Source: an optimization exercise on an open RTL-to-GDS flow (aim: small area and a short achievable clock period). Production flows keep margins and buffers that such runs may drop.
Only simulation tests tie the RTL to the original design; equivalence was not proved.
Power figures rest on the tool's default switching activity, not on a simulated workload.

## build 9
## fifo_top
module fifo_top (
    input  logic        clk,
    input  logic        rst_n,
    input  logic        winc,
    input  logic [31:0] wdata,
    output logic        wfull,
    input  logic        rinc,
    output logic [31:0] rdata,
    output logic        rempty
);
    async_fifo #(
        .DATA_W (32),
        .ADDR_W (6)
    ) u_fifo (
        .clk    (clk),
        .rst_n  (rst_n),
        .winc   (winc),
        .wdata  (wdata),
        .wfull  (wfull),
        .rinc   (rinc),
        .rdata  (rdata),
        .rempty (rempty)
    );
endmodule
Size in the first run: roughly 4,200 cells after synthesis, roughly 2,200 flip-flops, ~70 I/O pins, roughly 78,000 um^2 of cells after synthesis.
Settings: LEC_CHECK=0, CAP_MARGIN=20, CORE_MARGIN=2, CORE_UTILIZATION=45, CTS_CLUSTER_DIAMETER=80, CTS_CLUSTER_SIZE=20, SETUP_SLACK_MARGIN=2.3, SLEW_MARGIN=20; clock period 4.5 ns.
run.sh (not shown) runs the stock make flow with config.mk's settings and CLKGATE_MAP_FILE= SYNTH_SCRIPT=/design/flow/synth_recipe.tcl, a recipe that flattens the netlist after the stock synthesis.
Build 9 | stages: all done | timing, DRC, antenna: all pass
> inputs changed (build 9 -> build 92)
==> flow/flow/run.sh (new file) <==
#!/bin/bash
# The standard layout, with the data pins placed in fixed pairs (wdata[b] next to
# rdata[b], eight bits per die edge) so each bit's storage slice sits by its own pins.
# The control pins are left to the pin placer. Every tool's output goes to flow.log here;
# ORFS also keeps its per-step logs under orfs/logs.
set -euo pipefail
cd "$(dirname "${BASH_SOURCE[0]}")/.."
bash standard.sh IO_CONSTRAINTS="$PWD/flow/io.tcl" finish > flow.log 2>&1
==> flow/flow/io.tcl (new file) <==
# data pins only: each bit's write and read pins side by side, 8 bits per edge;
# the control pins are left to the pin placer
set block [ord::get_db_block]
set die [$block getDieArea]
set W [expr {[$die xMax] / 1000.0}]
set H [expr {[$die yMax] / 1000.0}]
set bit 0
for {set e 0} {$e < 4} {incr e} {
  set slots {}
  for {set k 0} {$k < 8} {incr k} { lappend slots "wdata\[$bit\]" "rdata\[$bit\]"; incr bit }
  set n [llength $slots]
  for {set i 0} {$i < $n} {incr i} {
    # pairs spread evenly along the edge, the two pins of a pair 3 um apart
    set pair [expr {$i / 2}]
    set f [expr {($pair + 0.5) / 8.0}]
    set off [expr {($i % 2) * 3.0}]
    set p [lindex $slots $i]
    switch $e {
      0 { place_pin -pin_name $p -layer met2 -location [list [expr {$f * $W + $off}] 0] -pin_size {0.14 0.485} -force_to_die_boundary }
      1 { place_pin -pin_name $p -layer met3 -location [list $W [expr {$f * $H + $off}]] -pin_size {0.8 0.3} -force_to_die_boundary }
      2 { place_pin -pin_name $p -layer met2 -location [list [expr {(1 - $f) * $W - $off}] $H] -pin_size {0.14 0.485} -force_to_die_boundary }
      3 { place_pin -pin_name $p -layer met3 -location [list 0 [expr {(1 - $f) * $H - $off}]] -pin_size {0.8 0.3} -force_to_die_boundary }
    }
  }
}
==> flow/standard.sh (new file) <==
#!/bin/bash
# synth_recipe.tcl (not shown) runs the flow's synth.tcl, then flattens the netlist and writes it again
# the make line also repeats each setting of config.mk as NAME=value (left out here)
make -C /OpenROAD-flow-scripts/flow DESIGN_CONFIG=/design/flow/config.mk WORK_HOME=/design/flow/orfs CLKGATE_MAP_FILE= SYNTH_SCRIPT=/design/flow/synth_recipe.tcl "${@:-finish}"
removed: flow/run.sh
==> run notes <==
Final count of negative-setup-slack endpoints: build 9 vs build 92 identical
From build 9 to build 92 the numbers moved as follows: non-clock buffer count in the final layout moved down; arrival time of data at the critical path endpoint lower; synthesis-to-layout area growth has decreased; estimated wirelength of the detail-placed design saw little to no change; maximum VDD drop increased by 0.11 mV relative to the old numbers.
Of build 92 and build 9, it is build 92 that has the lower global-route usage over all layers.
Worst setup path endpoint = rdata[16]: build 92; worst setup path endpoint = u_fifo.u_read_ctrl.rdata[3]: build 9
Count of buffers added by post-CTS timing repair for setup went down by more than a quarter going from build 9 to build 92.
Having completed the whole flow, build 92 delivered a layout that passed the timing, design-rule and antenna checks.
Total power of build 92 is lower than that of build 9.
Input-level comparison between build 12 and build 92:
--- a/flow/flow/run.sh
+++ b/flow/flow/run.sh
@@ -3 +3,2 @@
-# rdata[b], eight bits per die edge) so each bit's storage slice sits by its own pins.
+# rdata[b], eight bits per die edge, kept off the corners) so each bit's storage slice
+# sits by its own pins.
--- a/flow/flow/io.tcl
+++ b/flow/flow/io.tcl
@@ -1 +1,2 @@
-# data pins only: each bit's write and read pins side by side, 8 bits per edge;
+# data pins only: each bit's write and read pins side by side, 8 bits per edge, spread
+# over the middle 80% of the edge;
@@ -15 +16 @@
-    set f [expr {($pair + 0.5) / 8.0}]
+    set f [expr {0.1 + 0.8 * ($pair + 0.5) / 8.0}]
--- a/flow/config.mk
+++ b/flow/config.mk
@@ -11,2 +11,2 @@
-export CTS_CLUSTER_DIAMETER = 80
-export CTS_CLUSTER_SIZE = 20
+export CTS_CLUSTER_DIAMETER = 100
+export CTS_CLUSTER_SIZE = 25
==> run notes <==
- Worst endpoint required time across build 92 and build 12: no real change.
- Build 92 ended up with dfrtp_2 as its slowest library cell on the worst path; build 12 ended up with dfrtp_1.
- Build 12 vs. build 92: final design area excluding fillers went down, multi-input gate share of total cell area did not really move.
- Of build 92 and build 12, build 12 shows the lower layout overhead on the synthesized area, with build 92 above it.

== alpha ==
Another version of the RTL of fifo_top (not shown whole).
Size in the first run: ~6 I/O pins.
clock: 4.5 ns
lec_check: 0
cap_margin: 20
core_margin: 2
core_utilization: 60
cts_cluster_diameter: 80
cts_cluster_size: 20
place_density: 0.72
setup_slack_margin: 2.2
slew_margin: 20
standard.sh (not shown) runs the stock make flow with config.mk's settings and CLKGATE_MAP_FILE= SYNTH_SCRIPT=/design/flow/synth_recipe.tcl, a recipe that flattens the netlist after the stock synthesis.
==> flow/flow/run.sh <==
#!/bin/bash
# The standard layout, with the data pins placed in fixed pairs (wdata[b] next to
# rdata[b], eight bits per die edge) so each bit's storage slice sits by its own pins.
# The control pins are left to the pin placer. Every tool's output goes to flow.log here;
# ORFS also keeps its per-step logs under orfs/logs.
set -euo pipefail
cd "$(dirname "${BASH_SOURCE[0]}")/.."
bash standard.sh IO_CONSTRAINTS="$PWD/flow/io.tcl" finish > flow.log 2>&1
==> flow/flow/io.tcl <==
# data pins only: each bit's write and read pins side by side, 8 bits per edge;
# the control pins are left to the pin placer
set block [ord::get_db_block]
set die [$block getDieArea]
set W [expr {[$die xMax] / 1000.0}]
set H [expr {[$die yMax] / 1000.0}]
set bit 0
for {set e 0} {$e < 4} {incr e} {
  set slots {}
  for {set k 0} {$k < 8} {incr k} { lappend slots "wdata\[$bit\]" "rdata\[$bit\]"; incr bit }
  set n [llength $slots]
  for {set i 0} {$i < $n} {incr i} {
    # pairs spread evenly along the edge, the two pins of a pair 3 um apart
    set pair [expr {$i / 2}]
    set f [expr {($pair + 0.5) / 8.0}]
    set off [expr {($i % 2) * 3.0}]
    set p [lindex $slots $i]
    switch $e {
      0 { place_pin -pin_name $p -layer met2 -location [list [expr {$f * $W + $off}] 0] -pin_size {0.14 0.485} -force_to_die_boundary }
      1 { place_pin -pin_name $p -layer met3 -location [list $W [expr {$f * $H + $off}]] -pin_size {0.8 0.3} -force_to_die_boundary }
      2 { place_pin -pin_name $p -layer met2 -location [list [expr {(1 - $f) * $W - $off}] $H] -pin_size {0.14 0.485} -force_to_die_boundary }
      3 { place_pin -pin_name $p -layer met3 -location [list 0 [expr {(1 - $f) * $H - $off}]] -pin_size {0.8 0.3} -force_to_die_boundary }
    }
  }
}
alpha: no failed stages, no open violations at the end
Edits applied to the flow inputs when going from alpha to beta:
Settings: changing CORE_UTILIZATION from 60 to 45; removing PLACE_DENSITY (formerly 0.72); changing SETUP_SLACK_MARGIN from 2.2 to 2.3.
Notes after the runs:
- On beta: transition time at the pin with the least slew margin is 0.041 ns higher than what alpha gave.
- beta vs. alpha: critical path depth went down by 4.
- Compared to alpha, beta has layout-stage area growth over the synthesis result 2.0 points higher.
- Lower count of inserted antenna diode cells among beta and alpha: beta
- Diff beta and alpha: worst slew slack as a fraction of its limit lower in beta
- Of beta and alpha, alpha shows the higher number of antenna violations at the first check in global routing, with beta below it.
- Going from alpha to beta, footprint of the multi-input gates grows by 3.2%.
- Looking at clock buffer count, beta sits above alpha.
## Diff of input files: gamma against beta
Settings: CORE_UTILIZATION now 55, was 45; SETUP_SLACK_MARGIN now 2.1, was 2.3; PLACE_DENSITY now 0.68, previously not set.
==> comparison <==
Summary of gamma over beta: endpoint required time on the critical path moved up, power shows a reduction of 1.2%. Going from beta to gamma, the power density over the cells was found to have gone up by 2.4%. gamma vs. beta: final wirelength dropped about 7%, via count dropped 1.5%, design area dropped 3.5%, largest incremental delay on the critical path climbed 0.14 ns. Global-route total usage across every layer sits higher in gamma than in beta. Comparing gamma and beta, the higher combinational group share of total power is on beta.

oak:
The RTL this note starts from:
==> flow/design.v <==
`timescale 1ns/1ps
module fifo_ptr_sync #(
    parameter int PTR_W = 1
) (
    input  logic             clk,
    input  logic             rst_n,
    input  logic [PTR_W-1:0] ptr_in,
    output logic [PTR_W-1:0] ptr_out
);
    logic [PTR_W-1:0] meta;
    always_ff @(posedge clk or negedge rst_n) begin
        if (!rst_n) begin
            meta    <= '0;
            ptr_out <= '0;
        end else begin
            meta    <= ptr_in;
            ptr_out <= meta;
        end
    end
endmodule
`timescale 1ns/1ps
module fifo_dual_port_ram #(
    parameter int DATA_W = 32,
    parameter int ADDR_W = 6
) (
    input  logic              clk,
    input  logic              wen,
    input  logic [ADDR_W-1:0] waddr,
    input  logic [DATA_W-1:0] wdata,
    input  logic [(1<<ADDR_W)-1:0] rsel,
    input  logic                   ren,
    output logic [DATA_W-1:0] rdata
);
    localparam int DEPTH = 1 << ADDR_W;
    logic [DEPTH-1:0][DATA_W-1:0] store;
    logic [DEPTH-1:0]             wsel;
    always_comb begin
        for (int i = 0; i < DEPTH; i++) begin
            wsel[i] = wen && (waddr == ADDR_W'(i));
        end
    end
    for (genvar i = 0; i < DEPTH; i++) begin : g_word
        always_ff @(posedge clk) begin
            if (wsel[i]) begin
                store[i] <= wdata;
            end
        end
    end
    always_comb begin
        rdata = '0;
        for (int i = 0; i < DEPTH; i++) begin
            rdata = rdata | (store[i] & {DATA_W{rsel[i] & ren}});
        end
    end
endmodule
`timescale 1ns/1ps
module fifo_write_ctrl #(
    parameter int ADDR_W = 6
) (
    input  logic              clk,
    input  logic              rst_n,
    input  logic              winc,
    input  logic              rd_acc_d2,
    output logic              wfull,
    output logic              mem_en,
    output logic [ADDR_W-1:0] mem_addr
);
    localparam int CNT_W = ADDR_W + 1;
    localparam int DEPTH = 1 << ADDR_W;
    logic              wr_accept;
    logic [CNT_W-1:0]  cnt;
    logic [ADDR_W-1:0] waddr;
    logic              full_if_hold;
    logic              full_if_inc;
    assign wr_accept = winc & ~wfull;
    assign full_if_hold = (cnt == CNT_W'(DEPTH));
    assign full_if_inc  = (cnt == CNT_W'(DEPTH - 1));
    always_ff @(posedge clk or negedge rst_n) begin
        if (!rst_n) begin
            waddr <= '0;
            cnt   <= '0;
            wfull <= 1'b0;
        end else begin
            waddr <= waddr + ADDR_W'(wr_accept);
            cnt   <= cnt + CNT_W'(wr_accept) - CNT_W'(rd_acc_d2);
            wfull <= wr_accept ? full_if_inc : full_if_hold;
        end
    end
    assign mem_en   = wr_accept;
    assign mem_addr = waddr;
endmodule
`timescale 1ns/1ps
module fifo_read_ctrl #(
    parameter int DATA_W = 32,
    parameter int ADDR_W = 6
) (
    input  logic                   clk,
    input  logic                   rst_n,
    input  logic                   rinc,
    input  logic                   wr_acc_d2,
    output logic [DATA_W-1:0]      rdata,
    output logic                   rempty,
    output logic                   rd_accept,
    output logic [(1<<ADDR_W)-1:0] mem_sel,
    input  logic [DATA_W-1:0]      mem_data
);
    localparam int CNT_W = ADDR_W + 1;
    logic [CNT_W-1:0] cnt;
    logic             empty_if_hold;
    logic             empty_if_inc;
    logic             nonempty;
    assign rd_accept = rinc & nonempty;
    assign empty_if_hold = (cnt == '0);
    assign empty_if_inc  = (cnt == CNT_W'(1));
    always_ff @(posedge clk or negedge rst_n) begin
        if (!rst_n) begin
            mem_sel <= (1<<ADDR_W)'(1);
        end else if (rd_accept) begin
            mem_sel <= {mem_sel[(1<<ADDR_W)-2:0], mem_sel[(1<<ADDR_W)-1]};
        end
    end
    always_ff @(posedge clk or negedge rst_n) begin
        if (!rst_n) begin
            cnt      <= '0;
            nonempty <= 1'b0;
        end else begin
            cnt      <= cnt + CNT_W'(wr_acc_d2) - CNT_W'(rd_accept);
            nonempty <= rd_accept ? !empty_if_inc : !empty_if_hold;
        end
    end
    assign rempty = ~nonempty;
    always_ff @(posedge clk or negedge rst_n) begin
        if (!rst_n) begin
            rdata <= '0;
        end else begin
            rdata <= mem_data | (rdata & {DATA_W{~rd_accept}});
        end
    end
endmodule
`timescale 1ns/1ps
module async_fifo #(
    parameter int DATA_W = 32,
    parameter int ADDR_W = 6
) (
    input  logic              clk,
    input  logic              rst_n,
    input  logic              winc,
    input  logic [DATA_W-1:0] wdata,
    output logic              wfull,
    input  logic              rinc,
    output logic [DATA_W-1:0] rdata,
    output logic              rempty
);
    logic                   wr_en;
    logic [ADDR_W-1:0]      wr_addr;
    logic                   wr_en_d2;
    logic                   rd_en;
    logic                   rd_en_d2;
    logic [(1<<ADDR_W)-1:0] rd_sel;
    logic [DATA_W-1:0]      rd_data;
    fifo_write_ctrl #(.ADDR_W(ADDR_W)) u_write_ctrl (
        .clk       (clk),
        .rst_n     (rst_n),
        .winc      (winc),
        .rd_acc_d2 (rd_en_d2),
        .wfull     (wfull),
        .mem_en    (wr_en),
        .mem_addr  (wr_addr)
    );
    fifo_ptr_sync #(.PTR_W(1)) u_wacc_sync (
        .clk     (clk),
        .rst_n   (rst_n),
        .ptr_in  (wr_en),
        .ptr_out (wr_en_d2)
    );
    fifo_ptr_sync #(.PTR_W(1)) u_racc_sync (
        .clk     (clk),
        .rst_n   (rst_n),
        .ptr_in  (rd_en),
        .ptr_out (rd_en_d2)
    );
    fifo_dual_port_ram #(
        .DATA_W (DATA_W),
        .ADDR_W (ADDR_W)
    ) u_ram (
        .clk   (clk),
        .wen   (wr_en),
        .waddr (wr_addr),
        .wdata (wdata),
        .rsel  (rd_sel),
        .ren   (rd_en),
        .rdata (rd_data)
    );
    fifo_read_ctrl #(
        .DATA_W (DATA_W),
        .ADDR_W (ADDR_W)
    ) u_read_ctrl (
        .clk       (clk),
        .rst_n     (rst_n),
        .rinc      (rinc),
        .wr_acc_d2 (wr_en_d2),
        .rdata     (rdata),
        .rempty    (rempty),
        .rd_accept (rd_en),
        .mem_sel   (rd_sel),
        .mem_data  (rd_data)
    );
endmodule
`timescale 1ns/1ps
module fifo_top (
    input  logic        clk,
    input  logic        rst_n,
    input  logic        winc,
    input  logic [31:0] wdata,
    output logic        wfull,
    input  logic        rinc,
    output logic [31:0] rdata,
    output logic        rempty
);
    async_fifo #(
        .DATA_W (32),
        .ADDR_W (6)
    ) u_fifo (
        .clk    (clk),
        .rst_n  (rst_n),
        .winc   (winc),
        .wdata  (wdata),
        .wfull  (wfull),
        .rinc   (rinc),
        .rdata  (rdata),
        .rempty (rempty)
    );
endmodule
==> flow/config.mk <==
export PLATFORM = sky130hd
export DESIGN_NAME = fifo_top
export DESIGN_NICKNAME = fifo_top
export VERILOG_FILES = /design/flow/design.v
export SDC_FILE = /design/flow/constraint.sdc
export NUM_CORES = 4
export LEC_CHECK = 0
export CAP_MARGIN = 20
export CORE_ASPECT_RATIO = 0.7
export CORE_MARGIN = 2
export CORE_UTILIZATION = 45
export CTS_CLUSTER_DIAMETER = 100
export CTS_CLUSTER_SIZE = 25
export SETUP_SLACK_MARGIN = 2.3
export SLEW_MARGIN = 20
==> flow/constraint.sdc <==
create_clock -name core_clock -period 4.5 [get_ports {clk}]
set_input_delay 0.9000 -clock core_clock [delete_from_list [all_inputs] [get_ports {clk}]]
set_output_delay 0.9000 -clock core_clock [all_outputs]
set_load 0.01 [all_outputs]
==> flow/flow/run.sh <==
#!/bin/bash
# The standard layout, with the data pins placed in fixed pairs (wdata[b] next to
# rdata[b], sixteen bits on the bottom and sixteen on the top edge) so each bit's
# storage slice sits by its own pins.
# The control pins are left to the pin placer. Every tool's output goes to flow.log here;
# ORFS also keeps its per-step logs under orfs/logs.
set -euo pipefail
cd "$(dirname "${BASH_SOURCE[0]}")/.."
bash standard.sh IO_CONSTRAINTS="$PWD/flow/io.tcl" finish > flow.log 2>&1
==> flow/flow/io.tcl <==
# data pins only, on the bottom and top edges: each bit's write and read pins side by side,
# sixteen bits per edge; the control pins are left to the pin placer
set block [ord::get_db_block]
set die [$block getDieArea]
set W [expr {[$die xMax] / 1000.0}]
set H [expr {[$die yMax] / 1000.0}]
set bit 0
for {set e 0} {$e < 2} {incr e} {
  for {set k 0} {$k < 16} {incr k} {
    set f [expr {0.03 + 0.94 * ($k + 0.5) / 16.0}]
    foreach {p off} [list "wdata\[$bit\]" 0.0 "rdata\[$bit\]" 3.0] {
      if {$e == 0} {
        place_pin -pin_name $p -layer met2 -location [list [expr {$f * $W + $off}] 0] -pin_size {0.14 0.485} -force_to_die_boundary
      } else {
        place_pin -pin_name $p -layer met2 -location [list [expr {(1 - $f) * $W - $off}] $H] -pin_size {0.14 0.485} -force_to_die_boundary
      }
    }
    incr bit
  }
}
Setup changes, oak to pine
Settings: CORE_UTILIZATION: 45 -> 55; CTS_CLUSTER_DIAMETER: 100 -> 80; PLACE_DENSITY: unset -> 0.68; CTS_CLUSTER_SIZE: 25 -> 20; CORE_ASPECT_RATIO: 0.7 -> unset.
--- a/flow/flow/run.sh
+++ b/flow/flow/run.sh
@@ -2,4 +2,3 @@
 # The standard layout, with the data pins placed in fixed pairs (wdata[b] next to
-# rdata[b], sixteen bits on the bottom and sixteen on the top edge) so each bit's
-# storage slice sits by its own pins.
+# rdata[b], eight bits per die edge) so each bit's storage slice sits by its own pins.
 # The control pins are left to the pin placer. Every tool's output goes to flow.log here;
==> flow/flow/io.tcl <==
# data pins only: each bit's write and read pins side by side, 8 bits per edge;
# the control pins are left to the pin placer
set block [ord::get_db_block]
set die [$block getDieArea]
set W [expr {[$die xMax] / 1000.0}]
set H [expr {[$die yMax] / 1000.0}]
set bit 0
for {set e 0} {$e < 4} {incr e} {
  set slots {}
  for {set k 0} {$k < 8} {incr k} { lappend slots "wdata\[$bit\]" "rdata\[$bit\]"; incr bit }
  set n [llength $slots]
  for {set i 0} {$i < $n} {incr i} {
    # pairs spread evenly along the edge, the two pins of a pair 3 um apart
    set pair [expr {$i / 2}]
    set f [expr {($pair + 0.5) / 8.0}]
    set off [expr {($i % 2) * 3.0}]
    set p [lindex $slots $i]
    switch $e {
      0 { place_pin -pin_name $p -layer met2 -location [list [expr {$f * $W + $off}] 0] -pin_size {0.14 0.485} -force_to_die_boundary }
      1 { place_pin -pin_name $p -layer met3 -location [list $W [expr {$f * $H + $off}]] -pin_size {0.8 0.3} -force_to_die_boundary }
      2 { place_pin -pin_name $p -layer met2 -location [list [expr {(1 - $f) * $W - $off}] $H] -pin_size {0.14 0.485} -force_to_die_boundary }
      3 { place_pin -pin_name $p -layer met3 -location [list 0 [expr {(1 - $f) * $H - $off}]] -pin_size {0.8 0.3} -force_to_die_boundary }
    }
  }
}
[summary]
Relative slew slack ends up higher on oak. Largest fanout on the critical path in pine is 17 below oak. Diff pine and oak: standard cell area after detailed placement higher in oak. Clock power: pine and oak compared, lower one is oak. pine vs oak: non-clock buffer count down in pine.
The inputs of birch differ from those of pine as listed below.
Settings: a change of CORE_UTILIZATION from 55 to 45; a deleted PLACE_DENSITY that had been 0.68; a change of CTS_CLUSTER_SIZE from 20 to 25; a change of CTS_CLUSTER_DIAMETER from 80 to 100.
Findings:
All of birch and pine finish clean. birch against pine: post-layout instance count excluding filler cells picked up an extra 382; share of total power in combinational logic flat; die area increased by about 22% relative to the old numbers; final wirelength now larger. Of the two values seen for category of the critical setup timing path, flip-flop to flip-flop was produced by birch and flip-flop to output port by pine. The overall fraction of global-route tracks in use reported for birch is smaller than that of pine by 6.5 points. Comparing birch and pine, the lower floorplan row count was measured on pine. The minimum clock period of birch exceeds that of pine by 0.029 ns.
### birch -> maple
--- a/flow/flow/run.sh
+++ b/flow/flow/run.sh
@@ -2,3 +2,4 @@
 # The standard layout, with the data pins placed in fixed pairs (wdata[b] next to
-# rdata[b], eight bits per die edge) so each bit's storage slice sits by its own pins.
+# rdata[b], sixteen bits on the bottom and sixteen on the top edge) so each bit's
+# storage slice sits by its own pins.
 # The control pins are left to the pin placer. Every tool's output goes to flow.log here;
==> flow/flow/io.tcl <==
# data pins only, on the bottom and top edges: each bit's write and read pins side by side,
# sixteen bits per edge; the control pins are left to the pin placer
set block [ord::get_db_block]
set die [$block getDieArea]
set W [expr {[$die xMax] / 1000.0}]
set H [expr {[$die yMax] / 1000.0}]
set bit 0
for {set e 0} {$e < 2} {incr e} {
  for {set k 0} {$k < 16} {incr k} {
    set f [expr {0.03 + 0.94 * ($k + 0.5) / 16.0}]
    foreach {p off} [list "wdata\[$bit\]" 0.0 "rdata\[$bit\]" 3.0] {
      if {$e == 0} {
        place_pin -pin_name $p -layer met2 -location [list [expr {$f * $W + $off}] 0] -pin_size {0.14 0.485} -force_to_die_boundary
      } else {
        place_pin -pin_name $p -layer met2 -location [list [expr {(1 - $f) * $W - $off}] $H] -pin_size {0.14 0.485} -force_to_die_boundary
      }
    }
    incr bit
  }
}
## What came out
Of maple and birch, it is maple that has the lower least setup slack across all paths after layout. Comparing maple and birch, the higher met3 usage was measured on maple. Relative to birch, total power of the final layout increased by 0.21 mW in maple.

-- afterwards: timing with drivers on the ports --
The flow's constraints put no driver on any port. The routed layouts listed below were extracted and timed again, unchanged, in two steps.
Step 1: set_driving_cell puts a clkbuf_16 on clk and a buf_2 on each other input, an assumption about the parent block.
Step 2 also shifts input and output timing later by t, the mid clock arrival at the registers, as if the neighbouring blocks saw the same clock.
a / b / c = ideal / step 1 / step 2; a / b = the first two.
run	shift t [ns]	setup slack, ns	hold slack, ns	latest minus earliest clock arrival (ns)	worst register clock-pin slew, ns
build 9	0.906	1.954 / 1.954 / 1.500	0.352 / 0.352 / 0.352	0.056 / 0.056	0.09 / 0.09
build 92	0.883	2.128 / 2.048 / 1.654	0.149 / 0.102 / 0.329	0.049 / 0.049	0.09 / 0.09
build 12	0.855	2.164 / 2.076 / 1.759	0.151 / 0.097 / 0.340	0.051 / 0.051	0.11 / 0.11
alpha	0.863	2.015 / 2.015 / 1.323	0.225 / 0.187 / 0.347	0.057 / 0.057	0.10 / 0.10
beta	0.868	2.085 / 2.007 / 1.576	0.033 / -0.007 / 0.366	0.051 / 0.050	0.09 / 0.09
gamma	0.855	1.972 / 1.972 / 1.276	0.136 / 0.101 / 0.358	0.045 / 0.045	0.09 / 0.09
oak	0.846	2.014 / 2.014 / 1.549	0.187 / 0.141 / 0.371	0.049 / 0.048	0.11 / 0.11
pine	0.876	2.139 / 2.062 / 1.474	0.176 / 0.138 / 0.367	0.055 / 0.056	0.09 / 0.09
birch	0.915	2.110 / 2.048 / 1.462	0.153 / 0.073 / 0.358	0.060 / 0.060	0.11 / 0.11
maple	0.868	2.087 / 2.064 / 1.488	0.116 / 0.064 / 0.359	0.051 / 0.052	0.11 / 0.11
After both steps setup and hold are still met in every run listed. For gamma, which loses most, drivers alone change the setup slack by 0.000 ns; drivers and shift together by -0.696 ns.
